This is an optimization exercise on Yosys and OpenROAD, whose aim is small area, a short achievable clock period and few clock cycles, not a production implementation. In this exercise RTL edits were held to simulation tests only and were not proved equivalent to the original. Power is estimated from default activity; no workload was simulated.

**design/flow/constraint.sdc**
```tcl
create_clock -name core_clock -period 7.0 [get_ports {clk}]
set_input_delay 1.4000 -clock core_clock [delete_from_list [all_inputs] [get_ports {clk}]]
set_output_delay 1.4000 -clock core_clock [all_outputs]
set_load 0.01 [all_outputs]
```
**design/flow/design.v**
```verilog
package slpm_pkg;
    typedef enum logic [2:0] {
        REQ_CLEAR   = 3'd0,
        REQ_ELEMENT = 3'd1,
        REQ_RANGE   = 3'd2,
        REQ_BYTE    = 3'd3,
        REQ_END     = 3'd4
    } req_code_t;
    typedef struct packed {
        logic [2:0] req_type;
        logic       is_percent;
        logic       negate;
        logic [7:0] range_low;
        logic [7:0] range_high;
        logic [7:0] value_byte;
    } item_t;
    typedef struct packed {
        logic matched;
        logic pattern_error;
    } result_t;
    typedef struct packed {
        logic       new_elem;
        logic       add_range;
        logic       is_percent;
        logic       negate;
        logic [7:0] range_low;
        logic [7:0] range_high;
    } cell_wr_t;
endpackage
module slpm_cell #(
    parameter int MAX_RANGES = 4
) (
    input  logic       clk,
    input  logic       create,        
    input  logic       wr_slot,       
    input  logic       is_percent,
    input  logic       negate,
    input  logic [7:0] range_low,     
    input  logic [7:0] range_high,
    input  logic [3:0] byte_lo,       
    input  logic [3:0] byte_lo_n,     
    input  logic [3:0] byte_hi,       
    input  logic [3:0] byte_hi_n,     
    output logic       pct,
    output logic       neg,
    output logic       any_hit        
);
    localparam int MR = MAX_RANGES;
    logic       pct_reg;
    logic       neg_reg;
    logic [7:0] lo_reg [MR];
    logic [7:0] hi_reg [MR];
    logic [MR-1:0] c_lo, c_hi;            
    logic [MR-1:0] c_lo_reg, c_hi_reg;    
    logic [MR-1:0] in_rng;
    function automatic logic le4(input logic [3:0] a_n, input logic [3:0] b,
                                 input logic c_in);
        logic c;
        c = c_in;
        for (int i = 0; i < 4; i++)
            c = (b[i] & a_n[i]) | (c & (b[i] | a_n[i]));
        le4 = c;
    endfunction
    always_ff @(posedge clk)
    begin
        if (create)
        begin
            pct_reg <= is_percent;
            neg_reg <= negate;
        end
    end
    always_ff @(posedge clk)
    begin
        if (wr_slot)
        begin
            lo_reg[0] <= range_low;
            hi_reg[0] <= range_high;
        end
        else
        begin
            lo_reg[0] <= lo_reg[MR-1];
            hi_reg[0] <= hi_reg[MR-1];
        end
        for (int k = 1; k < MR; k++)
        begin
            lo_reg[k] <= {lo_reg[k-1][7] | create, lo_reg[k-1][6:0]};
            hi_reg[k] <= {hi_reg[k-1][7] & !create, hi_reg[k-1][6:0]};
        end
    end
    for (genvar r = 0; r < MR; r++)
    begin : g_lo
        assign c_lo[r] = le4(~lo_reg[r][3:0], byte_lo, 1'b1);
        assign c_hi[r] = le4(byte_lo_n, hi_reg[r][3:0], 1'b1);
    end
    always_ff @(posedge clk)
    begin
        c_lo_reg <= {c_lo[MR-2:0], c_lo[MR-1]};
        c_hi_reg <= {c_hi[MR-2:0], c_hi[MR-1]};
    end
    for (genvar r = 0; r < MR; r++)
    begin : g_hi
        assign in_rng[r] = le4(~lo_reg[r][7:4], byte_hi, c_lo_reg[r]) &&
                           le4(byte_hi_n, hi_reg[r][7:4], c_hi_reg[r]);
    end
    assign pct     = pct_reg;
    assign neg     = neg_reg;
    assign any_hit = |in_rng;
endmodule
module sql_like_pattern_matcher #(
    parameter int MAX_ELEMENTS = 32,
    parameter int MAX_RANGES   = 4
) (
    input  logic        clk,
    input  logic        rst_n,
    input  logic        item_valid,
    output logic        item_ready,
    input  logic [2:0]  item_req_type,
    input  logic        item_is_percent,
    input  logic        item_negate,
    input  logic [7:0]  item_range_low,
    input  logic [7:0]  item_range_high,
    input  logic [7:0]  item_value_byte,
    output logic        result_valid,
    input  logic        result_ready,
    output logic        result_matched,
    output logic        result_pattern_error
);
    localparam int ME = MAX_ELEMENTS;
    localparam int MR = MAX_RANGES;
    localparam int NP = ME + 1;
    localparam int LV = $clog2(NP);
    localparam int RQ_DEPTH = 5;
    localparam int TW = $clog2(RQ_DEPTH + 1);
    logic       ready_reg;      
    logic       stall_reg;      
    logic       s1_pct, s1_neg;
    logic [7:0] s1_lo, s1_hi;
    logic [3:0] s1_blo, s1_blo_n, s1_bhi;
    logic       s1_clear, s1_elem, s1_range, s1_byte_req, s1_end;
    logic       s1_stall;
    logic       take;
    assign take = item_valid && ready_reg;
    always_ff @(posedge clk)
    begin
        if (!stall_reg)
        begin
            s1_pct  <= item_is_percent;
            s1_neg  <= item_negate;
            s1_lo   <= item_range_low;
            s1_hi   <= item_range_high;
            s1_blo   <= item_value_byte[3:0];
            s1_blo_n <= ~item_value_byte[3:0];
            s1_bhi   <= item_value_byte[7:4];
        end
    end
    always_ff @(posedge clk or negedge rst_n)
    begin
        if (!rst_n)
        begin
            s1_clear    <= 1'b0;
            s1_elem     <= 1'b0;
            s1_range    <= 1'b0;
            s1_byte_req <= 1'b0;
            s1_end      <= 1'b0;
        end
        else if (!stall_reg)
        begin
            s1_clear    <= take && (item_req_type == slpm_pkg::REQ_CLEAR);
            s1_elem     <= take && (item_req_type == slpm_pkg::REQ_ELEMENT);
            s1_range    <= take && (item_req_type == slpm_pkg::REQ_RANGE);
            s1_byte_req <= take && (item_req_type == slpm_pkg::REQ_BYTE);
            s1_end      <= take && (item_req_type == slpm_pkg::REQ_END);
        end
    end
    logic [ME-1:0] elem_mask, elem_mask_d;
    logic [MR-1:0] slot_used, slot_used_d;
    logic          ovf_reg;
    logic          elem_full, rng_full, range_ok;
    logic          new_elem, wr_range;
    logic [ME-1:0] sel_new, sel_last;
    assign elem_full = elem_mask[ME-1];
    assign rng_full  = &slot_used;
    assign range_ok  = elem_mask[0] && !rng_full;
    assign s1_stall  = s1_range && range_ok && slot_used[MR-1];
    assign new_elem  = s1_elem && !elem_full;
    assign wr_range  = s1_range && range_ok && !slot_used[MR-1];
    for (genvar e = 0; e < ME; e++)
    begin : g_sel
        if (e == 0)
            assign sel_new[e] = !elem_mask[0];
        else
            assign sel_new[e] = elem_mask[e-1] && !elem_mask[e];
        if (e == ME - 1)
            assign sel_last[e] = elem_mask[e];
        else
            assign sel_last[e] = elem_mask[e] && !elem_mask[e+1];
    end
    always_comb
    begin
        elem_mask_d = elem_mask;
        if (s1_clear)
            elem_mask_d = '0;
        else if (new_elem)
            elem_mask_d = {elem_mask[ME-2:0], 1'b1};
        if (new_elem)
            slot_used_d = '0;
        else
            slot_used_d = {slot_used[MR-2:0], slot_used[MR-1] | wr_range};
    end
    always_ff @(posedge clk or negedge rst_n)
    begin
        if (!rst_n)
        begin
            elem_mask <= '0;
            ovf_reg   <= 1'b0;
        end
        else
        begin
            elem_mask <= elem_mask_d;
            if (s1_clear)
                ovf_reg <= 1'b0;
            else if ((s1_elem && elem_full) || (s1_range && !range_ok))
                ovf_reg <= 1'b1;
        end
    end
    always_ff @(posedge clk)
        slot_used <= slot_used_d;
    logic [7:0]    wr_lo, wr_hi;
    logic [ME-1:0] cell_pct, cell_neg, cell_any;
    logic [3:0]    s2_bhi, s2_bhi_n;
    assign wr_lo = {s1_lo[7] | s1_elem, s1_lo[6:0]};
    assign wr_hi = {s1_hi[7] & !s1_elem, s1_hi[6:0]};
    for (genvar e = 0; e < ME; e++)
    begin : g_cell
        slpm_cell #(
            .MAX_RANGES (MR)
        ) u_cell (
            .clk        (clk),
            .create     (new_elem && sel_new[e]),
            .wr_slot    ((new_elem && sel_new[e]) || (wr_range && sel_last[e])),
            .is_percent (s1_pct),
            .negate     (s1_neg),
            .range_low  (wr_lo),
            .range_high (wr_hi),
            .byte_lo    (s1_blo),
            .byte_lo_n  (s1_blo_n),
            .byte_hi    (s2_bhi),
            .byte_hi_n  (s2_bhi_n),
            .pct        (cell_pct[e]),
            .neg        (cell_neg[e]),
            .any_hit    (cell_any[e])
        );
    end
    logic          s1_range_d, stall_d, pop;
    logic [TW-1:0] ends_reg, ends_d;    
    logic          rq_head_valid;
    assign pop        = rq_head_valid && result_ready;
    assign ends_d     = ends_reg + TW'(take && item_req_type == slpm_pkg::REQ_END) - TW'(pop);
    assign s1_range_d = stall_reg || (take && item_req_type == slpm_pkg::REQ_RANGE);
    assign stall_d    = s1_range_d && !(&slot_used_d) && slot_used_d[MR-1] &&
                        !s1_clear && (elem_mask[0] || new_elem);
    always_ff @(posedge clk or negedge rst_n)
    begin
        if (!rst_n)
        begin
            ends_reg  <= '0;
            ready_reg <= 1'b0;      
            stall_reg <= 1'b0;
        end
        else
        begin
            ends_reg  <= ends_d;
            ready_reg <= !stall_d && (ends_d < TW'(RQ_DEPTH));
            stall_reg <= stall_d;
        end
    end
    assign item_ready = ready_reg;
    logic          s2_byte, s2_end, s2_clear;
    logic          s3_byte, s3_end, s3_clear;
    logic [ME-1:0] s3_any;
    logic [ME-1:0] elem_mask_p;     
    logic          ovf_p;           
    always_ff @(posedge clk or negedge rst_n)
    begin
        if (!rst_n)
        begin
            s2_byte  <= 1'b0;
            s2_end   <= 1'b0;
            s2_clear <= 1'b0;
            s3_byte  <= 1'b0;
            s3_end   <= 1'b0;
            s3_clear <= 1'b0;
        end
        else
        begin
            s2_byte  <= s1_byte_req;
            s2_end   <= s1_end;
            s2_clear <= s1_clear;
            s3_byte  <= s2_byte;
            s3_end   <= s2_end;
            s3_clear <= s2_clear;
        end
    end
    always_ff @(posedge clk)
    begin
        s2_bhi      <= s1_bhi;
        s2_bhi_n    <= ~s1_bhi;
        s3_any      <= cell_any;
        elem_mask_p <= elem_mask;
        ovf_p       <= ovf_reg;
    end
    logic [NP-1:0] act_reg;
    logic [NP-1:1] act_hi_reg;
    logic          act0_n_reg;      
    logic [NP-1:0] kg [LV+1];
    logic [NP-1:0] kp [LV+1];
    logic [NP-1:0] closed, step_next, end_pos;
    logic [ME-1:0] lpct, adv;
    logic [3:0]    matched_part;    
    assign lpct = cell_pct & elem_mask_p;
    assign adv  = elem_mask_p & ~cell_pct & (s3_any ^ cell_neg);
    always_comb
    begin
        kg[0] = act_reg;
        kp[0] = {lpct, 1'b0};
        for (int k = 0; k < LV; k++)
        begin
            for (int j = 0; j < NP; j++)
            begin
                if (j >= (1 << k))
                begin
                    kg[k+1][j] = kg[k][j] || (kp[k][j] && kg[k][j-(1<<k)]);
                    kp[k+1][j] = kp[k][j] && kp[k][j-(1<<k)];
                end
                else
                begin
                    kg[k+1][j] = kg[k][j];
                    kp[k+1][j] = kp[k][j];
                end
            end
        end
    end
    assign closed = kg[LV];
    assign step_next = ({1'b0, closed[ME-1:0] & lpct}) | ({closed[ME-1:0] & adv, 1'b0});
    assign end_pos = {elem_mask_p, 1'b1} & ~{1'b0, elem_mask_p};
    always_comb
    begin
        matched_part = '0;
        for (int j = 0; j < NP; j++)
            matched_part[j * 4 / NP] = matched_part[j * 4 / NP] | (closed[j] & end_pos[j]);
    end
    assign act_reg = {act_hi_reg, !act0_n_reg};
    always_ff @(posedge clk or negedge rst_n)
    begin
        if (!rst_n)
        begin
            act_hi_reg <= '0;
            act0_n_reg <= 1'b0;
        end
        else if (s3_end || s3_clear)
        begin
            act_hi_reg <= '0;
            act0_n_reg <= 1'b0;
        end
        else if (s3_byte)
        begin
            act_hi_reg <= step_next[NP-1:1];
            act0_n_reg <= !step_next[0];
        end
    end
    logic s4_end;
    logic [3:0] s4_matched_part;
    logic s4_matched, s4_error;
    always_ff @(posedge clk or negedge rst_n)
    begin
        if (!rst_n)
            s4_end <= 1'b0;
        else
            s4_end <= s3_end;
    end
    always_ff @(posedge clk)
    begin
        s4_matched_part <= matched_part;
        s4_error   <= ovf_p;
    end
    assign s4_matched = |s4_matched_part;
    logic [RQ_DEPTH-1:0] rq_valid;
    logic [1:0]          rq_data [RQ_DEPTH];
    logic [RQ_DEPTH-1:0] rq_valid_sh;
    logic [1:0]          rq_data_sh [RQ_DEPTH];
    assign rq_head_valid = rq_valid[0];
    always_comb
    begin
        for (int k = 0; k < RQ_DEPTH; k++)
        begin
            if (pop)
            begin
                rq_valid_sh[k] = (k + 1 < RQ_DEPTH) ? rq_valid[(k+1) % RQ_DEPTH] : 1'b0;
                rq_data_sh[k]  = (k + 1 < RQ_DEPTH) ? rq_data[(k+1) % RQ_DEPTH] : rq_data[k];
            end
            else
            begin
                rq_valid_sh[k] = rq_valid[k];
                rq_data_sh[k]  = rq_data[k];
            end
        end
    end
    always_ff @(posedge clk or negedge rst_n)
    begin
        if (!rst_n)
            rq_valid <= '0;
        else
        begin
            for (int k = 0; k < RQ_DEPTH; k++)
                rq_valid[k] <= rq_valid_sh[k] ||
                               (s4_end && (k == 0 || rq_valid_sh[(k+RQ_DEPTH-1) % RQ_DEPTH]));
        end
    end
    always_ff @(posedge clk)
    begin
        for (int k = 0; k < RQ_DEPTH; k++)
        begin
            if (s4_end && !rq_valid_sh[k] && (k == 0 || rq_valid_sh[(k+RQ_DEPTH-1) % RQ_DEPTH]))
                rq_data[k] <= {s4_matched, s4_error};
            else
                rq_data[k] <= rq_data_sh[k];
        end
    end
    assign result_valid         = rq_valid[0];
    assign result_matched       = rq_data[0][1];
    assign result_pattern_error = rq_data[0][0];
endmodule
```
**design/flow/config.mk**
```make
export PLATFORM = sky130hd
export DESIGN_NAME = sql_like_pattern_matcher
export DESIGN_NICKNAME = sql_like_pattern_matcher
export VERILOG_FILES = /design/flow/design.v
export SDC_FILE = /design/flow/constraint.sdc
export NUM_CORES = 4
export LEC_CHECK = 0
export CAP_MARGIN = 20
export CORE_MARGIN = 2
export CORE_UTILIZATION = 55
export CTS_CLUSTER_DIAMETER = 100
export CTS_CLUSTER_SIZE = 30
export PLACE_DENSITY = 0.65
export SETUP_SLACK_MARGIN = 4.5
export SLEW_MARGIN = 20
```
**design/flow/run.sh**
```bash
#!/bin/bash
# synth_recipe.tcl (not shown) runs the flow's synth.tcl, then flattens the netlist and writes it again
# the make line also repeats each setting of config.mk as NAME=value (left out here)
make -C /OpenROAD-flow-scripts/flow DESIGN_CONFIG=/design/flow/config.mk WORK_HOME=/design/flow/orfs CLKGATE_MAP_FILE= SYNTH_SCRIPT=/design/flow/synth_recipe.tcl finish
```
==> notes.md, run 1 <==
status=no timing/DRC/antenna violations; Worst EP required=about 5.6 ns; top cell type by total area after synthesis=dfxtp_1; nets@finish=about 7400; initial drt markers=between 4000 and 5000; cts hold-fix bufs=0; Skew-Pair Late Insertion Delay=0.76 ns; YS warnings=8; initial antenna violation count=6; CTS tree=built; top cells by area, synth=dfxtp_1 55%, maj3_1 12%, mux2_2 6.3%; Seq/Total Area, Yosys=0.6111; sw frac=0.2321; Synth Area in Compound Gates=0.08750; syn nets=7455; drt drc=0; Logic pwr share=0.063; largest net degree at the start of global routing=114; first-pass GRT wire length=about 320000 um; IO buf count=36; Top Ports=37; clk sinks=2578; met3 wire len=about 8100 um; setup TNS=0 ns; post-synthesis mux area share=0.06338; crit-path leading delay family=flip-flops; Synth Cell Area=about 87000 um^2; Final Cycle Share=0.3866; Async SR Flop Fraction=0.03413; top_reg_cell synth=dfxtp_1; CP Max Fanout=2; CP Buf/Inv Count=1; final instance area=95190 um^2; wl on met1=about 100000 um; Setup Skew=0.02827 ns; Placed Cells=9246; wire per inst=22.79 um; Placement Setup Slack=3.404 ns; CTS HTree Levels=3; CP endpoint=result_valid; Via density=5.670; clock-pin slew on the worst setup and hold paths=0.11 ns; PD cells=around 250 nW/um^2; Static Leak=37.43 nW; Simple-Gate Fraction of Synth Area=0.07174; final non-filler cell total=9497; routed wire length=216400 um; Rel. slew slack=0.2958; Initial Utilization=0.5549; max-cap viol count=0; Synth top area share=0.5498; mean post-synth cell area=11.71 um^2; Worst Setup SP=rq_valid[0]; die height=401.5 um; Max Fclk=0.3696 GHz; Synth top cells by count=2386 x dfxtp_1, 1046 x maj3_1, 489 x mux2_2, 447 x o21ai_0, 440 x nand2_1; die area=roughly 160000 um^2; Core ar.=156600 um^2; Fillers=12670; clock power share=0.289; area of the multi-input gates=33060 um^2; internal power=between 15 and 20 mW; Reg2Reg Depth=10; min cycle time layout=~2.7 ns; Critical Path Sink Type=primary output; drt pass-1 iters=6; # setup viols final=0; fin util=0.6079; largest family of logic cells by synthesized area=adder cells; PnR worst setup slack=approximately 4.3 ns; area grow syn2layout=9.553%; Post-synth EDFFs=104; Peak VDD IR=0.0002060 V; Highest Signal Layer=met4; number of nets still failing antenna checks after routing=0; layout cells sized above 1=0.2001; critical path cell sequence=buf_6; hold crit path type=reg2reg; number of global-route vias before repair=about 53000; RSZ-0062 raised after global routing=yes; CTS buffer count=95; Slew @ Worst Pin=1.056 ns; GPL Wtd Cong=between 0.9 and 1; FF-to-FF End=s3_any[10]; slowest CP cell=dfrtp_2; Slew Limit Fails=0; GR Overflow Total=0; placed wire-length estimate=127200 um; Max stage delay on crit path=0.43 ns; library cells used by synthesis=76; Reg area=between 50000 and 60000 um^2; crit path launch type=flip-flop; kind of critical path=reg2out; sw power=5.559 mW; Seq pwr share=0.648; all-layer global routing usage=0.2603; routed length on met2=just over 100000 um; count leader, synth=dfxtp_1; clk buf depth=3; Post-Syn Instances=7419; FP Rows=145; CP Depth=1; reg2reg setup slack=4.39 ns; post-placement cell area=slightly below 90000 um^2; CTS root buffer=clkbuf_16; worst r2r src=s2_bhi[0]; synthesized-area fraction occupied by adder cells=0.1375; XOR/XNOR Fraction of Synth Area=0.003427; routed via count=between 50000 and 60000; Synth Register Bits=2578; CP Data Arrival Time=approximately 1.3 ns; Die X=about 400 um; Fin. Hold Viols=0
placed cells by master (no fill, tap or decap), types with 58 or more instances in the layout:
master / count
nand2_1: 435
clkbuf_16: 102
maj3_2: 339
a21oi_2: 63
mux2_2: 489
edfxtp_1: 104
inv_1: 167
a21boi_0: 58
o21ai_0: 398
a31oi_1: 92
a21oi_1: 240
o31ai_1: 105
or2_2: 95
buf_4: 148
nor2_1: 336
dfrtp_1: 85
maj3_1: 834
nor2b_1: 194
dfxtp_1: 2374
per-stage QoR:
| step | hold slack [ns] | power (mW) |
|---|---|---|
| global route | 0.3409 | 24.79 |
| floorplan | 0.3096 | 16.58 |
| finish | 0.3392 | 23.96 |
| global placement | 0.3152 | 17.10 |
| CTS | 0.3387 | 24.05 |
| detailed placement | 0.3151 | 17.13 |
kinds of logic (layout without fill, tap and decap cells):
kind of cell	after synthesis	count (layout)
simple gates	1317	1317
mux	489	489
other cells	0	2
fa+ha+maj	1176	1176
xor+xnor	34	34
compound gates	1266	1268
buf+inv	559	575
flops	2578	2578
worst register-to-register path, delay by kind of cell (launching register included):
kind	cells	cell delay (ns)
DFF	1	0.38
and+or+nand+nor	2	0.40
adders and majority gates	4	1.20
buffers and inverters	4	0.59
area by class of cell:
type | count | share of cell area
inverters | 178 | 0.007716
diodes | 2 | 0.00005258
repair inverters | 3 | 0.0006441
flip-flops and latches | 2578 | 0.5581
multi-input cells | 4284 | 0.3474
repair buffers | 259 | 0.03198
well taps | 2058 | 0.02705
clock buffers | 135 | 0.02710
what timing repair did:
item | CTS | global route
resized for setup | 213 | 366
endpoints found under the setup margin | 660 | 286
pin swaps | 52 | 191
setup buffers | 42 | 47
gates cloned | 19 | 6
how the worst min path moves through the flow:
| stage | startpoint | to | slack (ns) | depth (start not counted) |
|---|---|---|---|---|
| floorplan | ovf_p | s4_error | 0.31 | 0 |
| detailed placement | ovf_p | s4_error | 0.32 | 0 |
| CTS | ovf_p | s4_error | 0.34 | 0 |
| global placement | ovf_p | s4_error | 0.32 | 0 |
| finish | ovf_p | s4_error | 0.34 | 0 |
| global route | ovf_p | s4_error | 0.34 | 0 |
layer usage:
metal | GRT usage | vias to the layer above
li1 | - | 25870
met1 | 0.3626 | 26690
met2 | 0.4371 | 997
met3 | 0.02314 | 284
met4 | 0.06514 | 0
met5 | 0 | -
power by group through the flow:
stage          registers [mW]  clock network (mW)  logic [mW]
2_1_floorplan            15.7                   0       0.853
3_3_place_gp             15.8                   0        1.27
3_5_place_dp             15.8                   0        1.28
4_1_cts                  15.5                7.10        1.44
5_1_grt                  15.6                7.60        1.61
6_report                 15.5                6.94        1.51
Testbench counts, summed over its fixed seeds: cycles 53,318.
==> run 2, diff against run 1 <==
--- a/design/flow/config.mk
+++ b/design/flow/config.mk
@@ -7,9 +7,9 @@
 export LEC_CHECK = 0
 export CAP_MARGIN = 20
 export CORE_MARGIN = 2
-export CORE_UTILIZATION = 55
+export CORE_UTILIZATION = 48
 export CTS_CLUSTER_DIAMETER = 100
 export CTS_CLUSTER_SIZE = 30
-export PLACE_DENSITY = 0.65
-export SETUP_SLACK_MARGIN = 4.5
+export PLACE_DENSITY = 0.6
+export SETUP_SLACK_MARGIN = 4.35
 export SLEW_MARGIN = 20
==> run 2 against run 1 <==
Compared with the run above: largest cell class unchanged; still clean; highest routed layer unchanged; hold slack lost 0.015 ns; clock-buffer cell count increased by 5; critical path depth unchanged; largest power group unchanged; die area increased by 14%; synthesized cell count stayed put; core utilization shrank 8.5 points.
==> notes.md, run 2 <==
status=no timing/DRC/antenna violations; max-cap viol count=0; Die X=429.5 um; number of global-route vias before repair=roughly 52000; Max Fclk=roughly 0.37 GHz; critical path cell sequence=buf_2; fin util=0.5225; CTS HTree Levels=3; nets@finish=7385; met3 wire len=7775 um; top_reg_cell synth=dfxtp_1; Post-Syn Instances=about 7400; routed via count=53110; routed wire length=226100 um; CTS tree=built; CTS buffer count=97; die height=429.5 um; cts hold-fix bufs=0; reg2reg setup slack=~4.3 ns; Synth Cell Area=86880 um^2; routed length on met2=between 100000 and 150000 um; Highest Signal Layer=met4; drt pass-1 iters=7; drt drc=0; min cycle time layout=2.711 ns; Synth top area share=0.5498; hold crit path type=reg2reg; largest net degree at the start of global routing=145; # setup viols final=0; GPL Wtd Cong=around 0.9; CP Buf/Inv Count=1; syn nets=7455; YS warnings=8; clock-pin slew on the worst setup and hold paths=0.11 ns; wl on met1=104900 um; Max stage delay on crit path=0.41 ns; PD cells=256.9 nW/um^2; wire per inst=23.13 um; Core ar.=approximately 180000 um^2; Post-synth EDFFs=104; Async SR Flop Fraction=0.03413; initial drt markers=3631; clk sinks=2578; Synth top cells by count=2386 x dfxtp_1, 1046 x maj3_1, 489 x mux2_2, 447 x o21ai_0, 440 x nand2_1; all-layer global routing usage=0.2338; library cells used by synthesis=76; Via density=~5.4; Synth Register Bits=around 2600; CTS root buffer=clkbuf_16; initial antenna violation count=11; first-pass GRT wire length=between 300000 and 400000 um; commonest non-fill, non-tap cell in the layout=dfxtp_1; layout cells sized above 1=0.1546; GR Overflow Total=0; RSZ-0062 raised after global routing=yes; clk buf depth=3; Rel. slew slack=0.3094; top cells by area, synth=dfxtp_1 55%, maj3_1 12%, mux2_2 6.3%; slowest CP cell=dfrtp_1; FP Rows=156; setup TNS=0 ns; mean post-synth cell area=11.71 um^2; CP Max Fanout=3; area grow syn2layout=8.465%; Final Cycle Share=0.3872; Setup Skew=0.04112 ns; Fin. Hold Viols=0; IO buf count=36; Static Leak=36.76 nW; commonest non-fill, non-tap cells in the layout=2378 x dfxtp_1, 1027 x maj3_1, 489 x mux2_2; Peak VDD IR=0.0001845 V; top cell type by total area after synthesis=dfxtp_1; kind of critical path=reg2out; Initial Utilization=0.4817; Slew Limit Fails=0; Seq/Total Area, Yosys=0.6111; count leader, synth=dfxtp_1; Skew-Pair Late Insertion Delay=0.79 ns; CP Data Arrival Time=between 1 and 1.5 ns; crit path launch type=flip-flop; Slew @ Worst Pin=just over 1 ns; placed wire-length estimate=130500 um; number of nets still failing antenna checks after routing=0; Critical Path Sink Type=primary output; crit-path leading delay family=flip-flops; Top Ports=37; Worst EP required=about 5.6 ns; die area=184400 um^2
==> run 2: cell counts after synthesis <==
Identical to the previous run, type by type.
==> run 2: final cells by class <==
class / count / area [um^2]
Multi-Input combinational cell: 4282 / 32300
Sequential cell: 2578 / 53120
Fill cell: 15870 / 86110
Timing Repair Buffer: 209 / 2275
Timing Repair inverter: 3 / 33.78
Tap cell: 2370 / 2965
Clock inverter: 10 / 116.4
Clock buffer: 140 / 2694
Antenna cell: 5 / 12.51
Inverter: 178 / 729.5
==> run 2: timing repair <==
item,CTS,global route
gates cloned,7,11
resized for setup,74,97
setup endpoints to repair,524,249
pin swaps,4,28
buffers inserted,23,21
==> run 2: where the power goes <==
part           internal [mW]  total, mW  leakage, nW  switching [mW]
clock network           2.77       7.25         1.36            4.48
logic                  0.535       1.45         13.9           0.915
registers               15.2       15.5         21.5           0.296
==> run 2: logic make-up (layout without fill, tap and decap cells) <==
logic type	count (synthesis)	after routing	share of synthesized area
xor gates and xnor gates	34	34	0.003427
adders and majority gates	1176	1176	0.1375
muxes	489	489	0.06338
DFF	2578	2578	0.6111
and+or+nand+nor	1317	1317	0.07174
AOI/OAI and AO/OA	1266	1266	0.08750
other	0	5	0
buffers and inverters	559	540	0.02542
==> run 2: layer usage <==
| metal | up-vias | global-route usage |
|---|---|---|
| met1 | 26150 | 0.3173 |
| met4 | 0 | 0.06523 |
| met3 | 255 | 0.02266 |
| met5 | - | 0 |
| met2 | 938 | 0.3971 |
| li1 | 25770 | - |
==> run 2: final timing paths <==
kind,end,startpoint,cells after the start
max,item_ready,ready_reg,1
min,g_cell[25].u_cell.lo_reg[2][0],g_cell[25].u_cell.lo_reg[1][0],0
max reg2reg,s3_any[25],s2_bhi[0],9
min reg2reg,g_cell[25].u_cell.lo_reg[2][0],g_cell[25].u_cell.lo_reg[1][0],0
max in group asynchronous,act_hi_reg[10],rst_n,2
min in group asynchronous,elem_mask[1],rst_n,1
==> run 2: through the flow <==
stage               area (um^2)  power, mW  setup slack [ns]  hold slack [ns]  std cells
floorplan                 86940      16.58             4.142           0.3096       7419
global placement          89950      17.13             3.410           0.3251       9558
detailed placement        89960      17.15             3.360           0.3274       9558
CTS                       93470      24.33             4.227           0.3347       9738
global route              94230      25.04             4.235           0.3497       9771
finish                    94240      24.21             4.289           0.3247       9775
==> run 3, diff against run 2 <==
--- a/design/flow/config.mk
+++ b/design/flow/config.mk
@@ -8,8 +8,8 @@
 export CAP_MARGIN = 20
 export CORE_MARGIN = 2
 export CORE_UTILIZATION = 48
-export CTS_CLUSTER_DIAMETER = 100
-export CTS_CLUSTER_SIZE = 30
+export CTS_CLUSTER_DIAMETER = 90
+export CTS_CLUSTER_SIZE = 26
 export PLACE_DENSITY = 0.6
 export SETUP_SLACK_MARGIN = 4.35
 export SLEW_MARGIN = 20
==> run 3 against run 2 <==
Compared with the run above: still clean; combinational power barely moved; clock-buffer cell count is 20 higher; critical path depth unchanged; critical endpoint unchanged; largest power group unchanged.
==> notes.md, run 3 <==
Post-synth EDFFs=104; initial drt markers=3809; final instance area=94740 um^2; layout cells sized above 1=0.1580; cell count of the worst hold path=0; largest family of logic cells by synthesized area=adder cells; count leader, synth=dfxtp_1; # setup viols final=0; Post-Syn Instances=7419; fin util=0.5253; hold crit path type=reg2reg; drt drc=0; min cycle time layout=2.720 ns; Placed Cells=around 9600; post-placement cell area=89960 um^2; initial antenna violation count=15; Core ar.=180400 um^2; CP Max Fanout=3; commonest non-fill, non-tap cell in the layout=dfxtp_1; slowest CP cell=dfrtp_1; Rel. slew slack=0.2964; Max Fclk=0.3676 GHz; Synth Cell Area=about 87000 um^2; GR Overflow Total=0; CP Data Arrival Time=between 1 and 1.5 ns; Via density=5.442; Initial Utilization=0.4817; library cells used by synthesis=76; Reg2Reg Depth=9; CTS tree=built; PnR worst setup slack=about 4.3 ns; die area=184400 um^2; Critical Path Sink Type=primary output; PD cells=roughly 260 nW/um^2; IO buf count=36; Setup Skew=roughly 0.043 ns; GPL Wtd Cong=0.9127; critical path cell sequence=buf_2; clk sinks=~2600; Synth Register Bits=2578; status=no timing/DRC/antenna violations; number of nets still failing antenna checks after routing=0; all-layer global routing usage=0.2337; final non-filler cell total=~9800; top_reg_cell synth=dfxtp_1; Slew Limit Fails=0; Synth top cells by count=2386 x dfxtp_1, 1046 x maj3_1, 489 x mux2_2, 447 x o21ai_0, 440 x nand2_1; Synth Area in Compound Gates=0.08750; clk buf depth=3; CTS root buffer=clkbuf_16; Async SR Flop Fraction=0.03413; synthesized-area fraction occupied by adder cells=0.1375; largest net degree at the start of global routing=145; RSZ-0062 raised after global routing=yes; wire per inst=23.09 um; placed wire-length estimate=130500 um; YS warnings=8; Peak VDD IR=0.0002071 V; syn nets=between 7000 and 8000; Skew-Pair Late Insertion Delay=0.80 ns; crit path launch type=flip-flop; CP Buf/Inv Count=1; Static Leak=roughly 37 nW; WHS=0.3355 ns; area grow syn2layout=9.045%; routed wire length=226200 um; commonest non-fill, non-tap cells in the layout=2379 x dfxtp_1, 1023 x maj3_1, 489 x mux2_2; number of global-route vias before repair=52320; Synth top area share=0.5498; Fin. Hold Viols=0; routed via count=53300; FP Rows=156; top cell type by total area after synthesis=dfxtp_1; CP Depth=1; Slew @ Worst Pin=1.055 ns; Top Ports=37; kind of critical path=reg2out; Placement Setup Slack=approximately 3.4 ns; first-pass GRT wire length=329400 um; clock-pin slew on the worst setup and hold paths=0.10 ns; total power=24.75 mW; XOR/XNOR Fraction of Synth Area=0.003427; top cells by area, synth=dfxtp_1 55%, maj3_1 12%, mux2_2 6.3%; nets@finish=roughly 7400; drt pass-1 iters=6; post-synthesis mux area share=0.06338; max-cap viol count=0; die height=429.5 um; CTS HTree Levels=3; Max stage delay on crit path=a little over 0.4 ns; crit-path leading delay family=flip-flops; Seq/Total Area, Yosys=0.6111; CTS buffer count=approximately 110; mean post-synth cell area=11.71 um^2; Die X=429.5 um; setup TNS=0 ns; Simple-Gate Fraction of Synth Area=0.07174; Worst EP required=5.60 ns; Final Cycle Share=0.3886
==> run 3: kinds of logic (layout without fill, tap and decap cells) <==
kind of cell,count (synthesis),after routing
flip-flops,2578,2578
AND/OR/NAND/NOR,1317,1317
AO/OA/AOI/OAI,1266,1266
adder cells (fa/ha/maj),1176,1176
buffers and inverters,559,562
multiplexers,489,489
XOR/XNOR,34,34
other,0,2
==> run 3: timing repair <==
item | in CTS | in global routing
hold buffers | 0 | 0
endpoints found under the setup margin | 521 | 242
pin swaps | 4 | 22
cloned | 7 | 11
resized for setup | 74 | 108
buffers inserted | 20 | 22
==> run 3: final cells by class <==
| cell class | count | area (um^2) |
|---|---|---|
| Fill cell | 15860 | 85610 |
| Sequential cell | 2578 | 53110 |
| Multi-Input combinational cell | 4282 | 32300 |
| Clock buffer | 160 | 3118 |
| Tap cell | 2370 | 2965 |
| Timing Repair Buffer | 207 | 2291 |
| Inverter | 178 | 729.5 |
| Clock inverter | 14 | 183.9 |
| Timing Repair inverter | 3 | 33.78 |
| Antenna cell | 2 | 5.005 |
==> run 3: path summary, 6_finish.rpt <==
kind                                               start                             to  slack [ns]
setup reg to reg                               s2_bhi[0]                      s3_any[8]        4.29
hold / removal             g_cell[3].u_cell.lo_reg[0][5]  g_cell[3].u_cell.lo_reg[1][5]        0.34
hold reg to reg            g_cell[3].u_cell.lo_reg[0][5]  g_cell[3].u_cell.lo_reg[1][5]        0.34
setup / recovery                               ready_reg                     item_ready        4.28
max in group asynchronous                          rst_n                  elem_mask[31]        5.17
min in group asynchronous                          rst_n                  act_hi_reg[3]        0.57
==> run 3: layer usage <==
metal / routed length (um) / vias up / GRT usage
li1: - / 25810 / -
met1: 104900 / 26170 / 0.3178
met2: 106300 / 1058 / 0.3947
met3: 8460 / 263 / 0.02444
met4: 6544 / 0 / 0.06580
met5: 0 / - / 0
==> run 3: where the power goes <==
group / internal [mW] / leakage, nW / switching, mW / total (mW)
Sequential: 15.2 / 21.5 / 0.298 / 15.5
Clock: 3.21 / 1.60 / 4.57 / 7.79
Combinational: 0.536 / 14.0 / 0.919 / 1.46

-- re-timing with driven ports --
How much do the figures lean on ideal ports? The routed layouts below were timed once more, with nothing changed but the port constraints. Step 1 sets driving cells, clkbuf_16 on the clock port and buf_2 on the other inputs (assumed; they add their load-dependent delay and slew). Step 2 also shifts input and output timing later by t, the mid clock arrival at the registers, as if the neighbouring blocks saw the same clock. Slacks: ideal / step 1 / step 2; pairs: ideal / step 1.
run | t (ns) | slack for setup (ns) | hold slack, ns | worst register clock-pin slew, ns | cell pins on the clock port's net
run 1 | 0.830 | 4.294 / 4.208 / 3.803 | 0.339 / 0.339 / 0.339 | 0.12 / 0.12 | 1
run 2 | 0.859 | 4.289 / 4.198 / 3.647 | 0.325 / 0.325 / 0.325 | 0.12 / 0.12 | 1
run 3 | 0.873 | 4.280 / 4.190 / 3.635 | 0.335 / 0.335 / 0.335 | 0.11 / 0.11 | 1
After both steps every run listed still meets setup and hold. For run 3, which loses most, drivers alone change the setup slack by -0.090 ns; drivers and shift together by -0.645 ns.
